Background: an optimization exercise with open tools, aiming at small area, a short achievable clock period and few clock cycles per item. Do not read the settings as production practice.
In this exercise RTL edits were held to simulation tests only and were not proved equivalent to the original.
Power is estimated from default activity; no workload was simulated.

run 1:
Design tlb_fifo_lru_replacement_unit, start of the top module:
module tlb_fifo_lru_replacement_unit #(
  parameter int unsigned ENTRIES = tlbfl_pkg::DEF_ENTRIES
) (
  input  logic                              clk,
  input  logic                              rst_n,
  input  logic                              in_valid,
  output logic                              in_ready,
  input  logic                              in_req_type,
  input  logic [tlbfl_pkg::PID_W-1:0]       in_proc_id,
  input  logic [tlbfl_pkg::PAGE_W-1:0]      in_page_num,
  input  logic [tlbfl_pkg::FRAME_W-1:0]     in_frame_in,
  output logic                              out_valid,
  input  logic                              out_ready,
  output logic                              out_hit,
  output logic [tlbfl_pkg::FRAME_W-1:0]     out_frame_out,
  output logic                              out_evicted,
  output logic [tlbfl_pkg::PAGE_W-1:0]      out_evicted_page,
  input  logic                              cfg_psel,
  input  logic                              cfg_penable,
  input  logic                              cfg_pwrite,
  input  logic [tlbfl_pkg::CFG_ADDR_W-1:0]  cfg_paddr,
  input  logic [tlbfl_pkg::CFG_DATA_W-1:0]  cfg_pwdata,
  output logic [tlbfl_pkg::CFG_DATA_W-1:0]  cfg_prdata,
  output logic                              cfg_pready
);
Size: about 4,600 cells after synthesis, roughly 1,300 flip-flops, about 180 I/O pins.
clock: 7.5 ns
lec_check: 0
cap_margin: 20
core_margin: 2
core_utilization: 40
cts_cluster_diameter: 100
cts_cluster_size: 20
setup_slack_margin: 4.15
slew_margin: 20
run.sh (not shown) runs the stock make flow with config.mk's settings and CLKGATE_MAP_FILE= SYNTH_SCRIPT=/design/flow/synth_recipe.tcl, a recipe that flattens the netlist after the stock synthesis.
Testbench counts of run 1, summed over its fixed seeds: cycles 17,632, items 17,600.
Edits applied to the flow inputs when going from run 1 to run 2:
-- flow/config.mk --
<<< run 1, line 9
export CORE_MARGIN = 2
export CORE_UTILIZATION = 40
export CTS_CLUSTER_DIAMETER = 100
>>> run 2, line 9
export CORE_MARGIN = 2
export CORE_UTILIZATION = 50
export CTS_CLUSTER_DIAMETER = 100
### Flow results
- Run 2 | status: complete | timing, DRC, antenna: pass
- Filler cell count in the final layout (run 2 / run 1): 0.75
- Diff run 1 and run 2: design area lower in run 2
- As far as total number of vias is concerned, run 2 and run 1 perform about the same.
- In the reports for run 1 and run 2, the larger y dimension of the die belongs to run 1.
- From run 1 to run 2 the numbers moved as follows: slew at the pin closest to its max-slew limit now smaller; global routing met1 resource utilization now larger; number of violations of the max-capacitance limit comparable; fraction of area in multi-input gates now larger.
- Sort run 1 and run 2 by area growth from synthesis to layout asc -> top: run 2
- Relative slew slack sits higher in run 2 than in run 1.
Inputs modified between run 2 and run 3:
-- flow/config.mk --
<<< run 2, line 9
export CORE_MARGIN = 2
export CORE_UTILIZATION = 50
export CTS_CLUSTER_DIAMETER = 100
export CTS_CLUSTER_SIZE = 20
export SETUP_SLACK_MARGIN = 4.15
export SLEW_MARGIN = 20
>>> run 3, line 9
export CORE_MARGIN = 2
export CORE_UTILIZATION = 40
export CTS_CLUSTER_DIAMETER = 100
export CTS_CLUSTER_SIZE = 20
export SETUP_SLACK_MARGIN = 4.0
export SLEW_MARGIN = 20
==> notes.md <==
- Compared with run 2, run 3 is the more power-hungry design.
- Per the comparison of run 3 with run 2, number of placement rows increased 15, global-route usage decreased 8.0 points, minimum period implied by the final worst setup slack increased 0.058 ns, clock-pin slew on the worst setup and hold paths increased 0.02 ns, routed via count decreased about 0.7%.
- Side by side, global-route met2 utilization turned out lower in run 3 than in run 2.
- Run 3 reports a higher number of antenna violations at the first check in global routing than run 2 does.
- Between run 2 and run 3, the flow reports maximum clock frequency decreasing slightly.
- Utilization down 11 points in run 3 wrt run 2
Here is what was changed in the inputs of run 4 compared with run 3.
-- flow/config.mk --
<<< run 3, line 9
export CORE_MARGIN = 2
export CORE_UTILIZATION = 40
export CTS_CLUSTER_DIAMETER = 100
export CTS_CLUSTER_SIZE = 20
export SETUP_SLACK_MARGIN = 4.0
export SLEW_MARGIN = 20
>>> run 4, line 9
export CORE_MARGIN = 2
export CORE_UTILIZATION = 50
export CTS_CLUSTER_DIAMETER = 110
export CTS_CLUSTER_SIZE = 24
export SETUP_SLACK_MARGIN = 4.15
export SLEW_MARGIN = 20
==> comparison <==
Comparing run 4 with run 3, the global-route wire length before repair came out essentially unchanged. Run 4 vs run 3: sum of routed wire segments on met1 down slightly. Run 3 → run 4: die area saw a decrease; initial detailed-routing violation count saw an increase; count of inserted tapcells went down by 391. Side by side, fraction of area in clock buffers and inverters turned out lower in run 4 than in run 3. Diff run 4..run 3 | top-level I/O count | unchanged. Portion of total power attributed to the clock network for run 4: 2.5 points down relative to run 3. Sequential cell count: run 3 vs run 4, no meaningful difference. Fraction of power consumed by combinational cells (higher): run 4.

---

tlb_fifo_lru_replacement_unit, a different RTL version from the one above (not shown whole).
For scale: about 4600 cells after synthesis, roughly 1400 flip-flops, about 58000 sq um of cells after synthesis.
Design tlb_fifo_lru_replacement_unit, start of the top module:
module tlb_fifo_lru_replacement_unit #(
  parameter int unsigned ENTRIES = tlbfl_pkg::DEF_ENTRIES
) (
  input  logic                              clk,
  input  logic                              rst_n,
  input  logic                              in_valid,
  output logic                              in_ready,
  input  logic                              in_req_type,
  input  logic [tlbfl_pkg::PID_W-1:0]       in_proc_id,
  input  logic [tlbfl_pkg::PAGE_W-1:0]      in_page_num,
  input  logic [tlbfl_pkg::FRAME_W-1:0]     in_frame_in,
  output logic                              out_valid,
  input  logic                              out_ready,
  output logic                              out_hit,
  output logic [tlbfl_pkg::FRAME_W-1:0]     out_frame_out,
  output logic                              out_evicted,
  output logic [tlbfl_pkg::PAGE_W-1:0]      out_evicted_page,
  input  logic                              cfg_psel,
  input  logic                              cfg_penable,
  input  logic                              cfg_pwrite,
  input  logic [tlbfl_pkg::CFG_ADDR_W-1:0]  cfg_paddr,
  input  logic [tlbfl_pkg::CFG_DATA_W-1:0]  cfg_pwdata,
  output logic [tlbfl_pkg::CFG_DATA_W-1:0]  cfg_prdata,
  output logic                              cfg_pready
);
clock: 7.5 ns
lec_check: 0
cap_margin: 20
core_margin: 2
core_utilization: 40
cts_cluster_diameter: 100
cts_cluster_size: 20
setup_slack_margin: 3.8
slew_margin: 20
The baseline completed without violations.
Testbench counts at the start, summed over its fixed seeds: cycles 17,632, items 17,600.
Edit:
--- a/flow/config.mk
+++ b/flow/config.mk
@@ -12,3 +12,3 @@
 export CTS_CLUSTER_SIZE = 20
-export SETUP_SLACK_MARGIN = 3.8
+export SETUP_SLACK_MARGIN = 4.0
 export SLEW_MARGIN = 20
Outcome: The changed run went through all stages and came out clean; sequential cell count is unchanged; combinational power is higher by a few percent; fmax is higher by a few percent; setup slack improves by 120 ps; area after synthesis does not change.

afterwards: timing with drivers on the ports:
The results above use ideal ports. As a check the final layouts listed here were re-extracted and re-timed, cells and wires unchanged. Step 1 assumes that a clkbuf_16 drives the clock port and a buf_2 every other input. Step 2, shift: input delay + t, output delay - t, t = (earliest + latest rising clock arrival at the registers) / 2. This alone moves slack from input paths to output paths. Slacks: ideal / step 1 / step 2; pairs: ideal / step 1.
run	t (ns)	setup slack, ns	hold slack, ns	slew at the worst register clock pin (ns)	worst slew at a driven data input, ns
run 1	0.812	3.988 / 3.949 / 3.282	0.461 / 0.461 / 0.461	0.11 / 0.11	0.06
run 2	0.786	3.985 / 3.946 / 3.326	0.466 / 0.466 / 0.466	0.10 / 0.10	0.05
run 3	0.794	3.927 / 3.938 / 3.193	0.464 / 0.464 / 0.464	0.10 / 0.10	0.05
run 4	0.786	3.939 / 3.947 / 3.212	0.469 / 0.469 / 0.469	0.12 / 0.12	0.05
the first run of note 2	0.800	3.697 / 3.751 / 2.951	0.465 / 0.465 / 0.465	0.10 / 0.10	0.06
the second run of note 2	0.810	3.822 / 3.826 / 3.073	0.456 / 0.456 / 0.456	0.10 / 0.10	0.06
After both steps setup and hold are still met in every run listed. The setup slack of the second run of note 2, which loses most, moves by +0.004 ns with the drivers and by -0.749 ns with both steps.
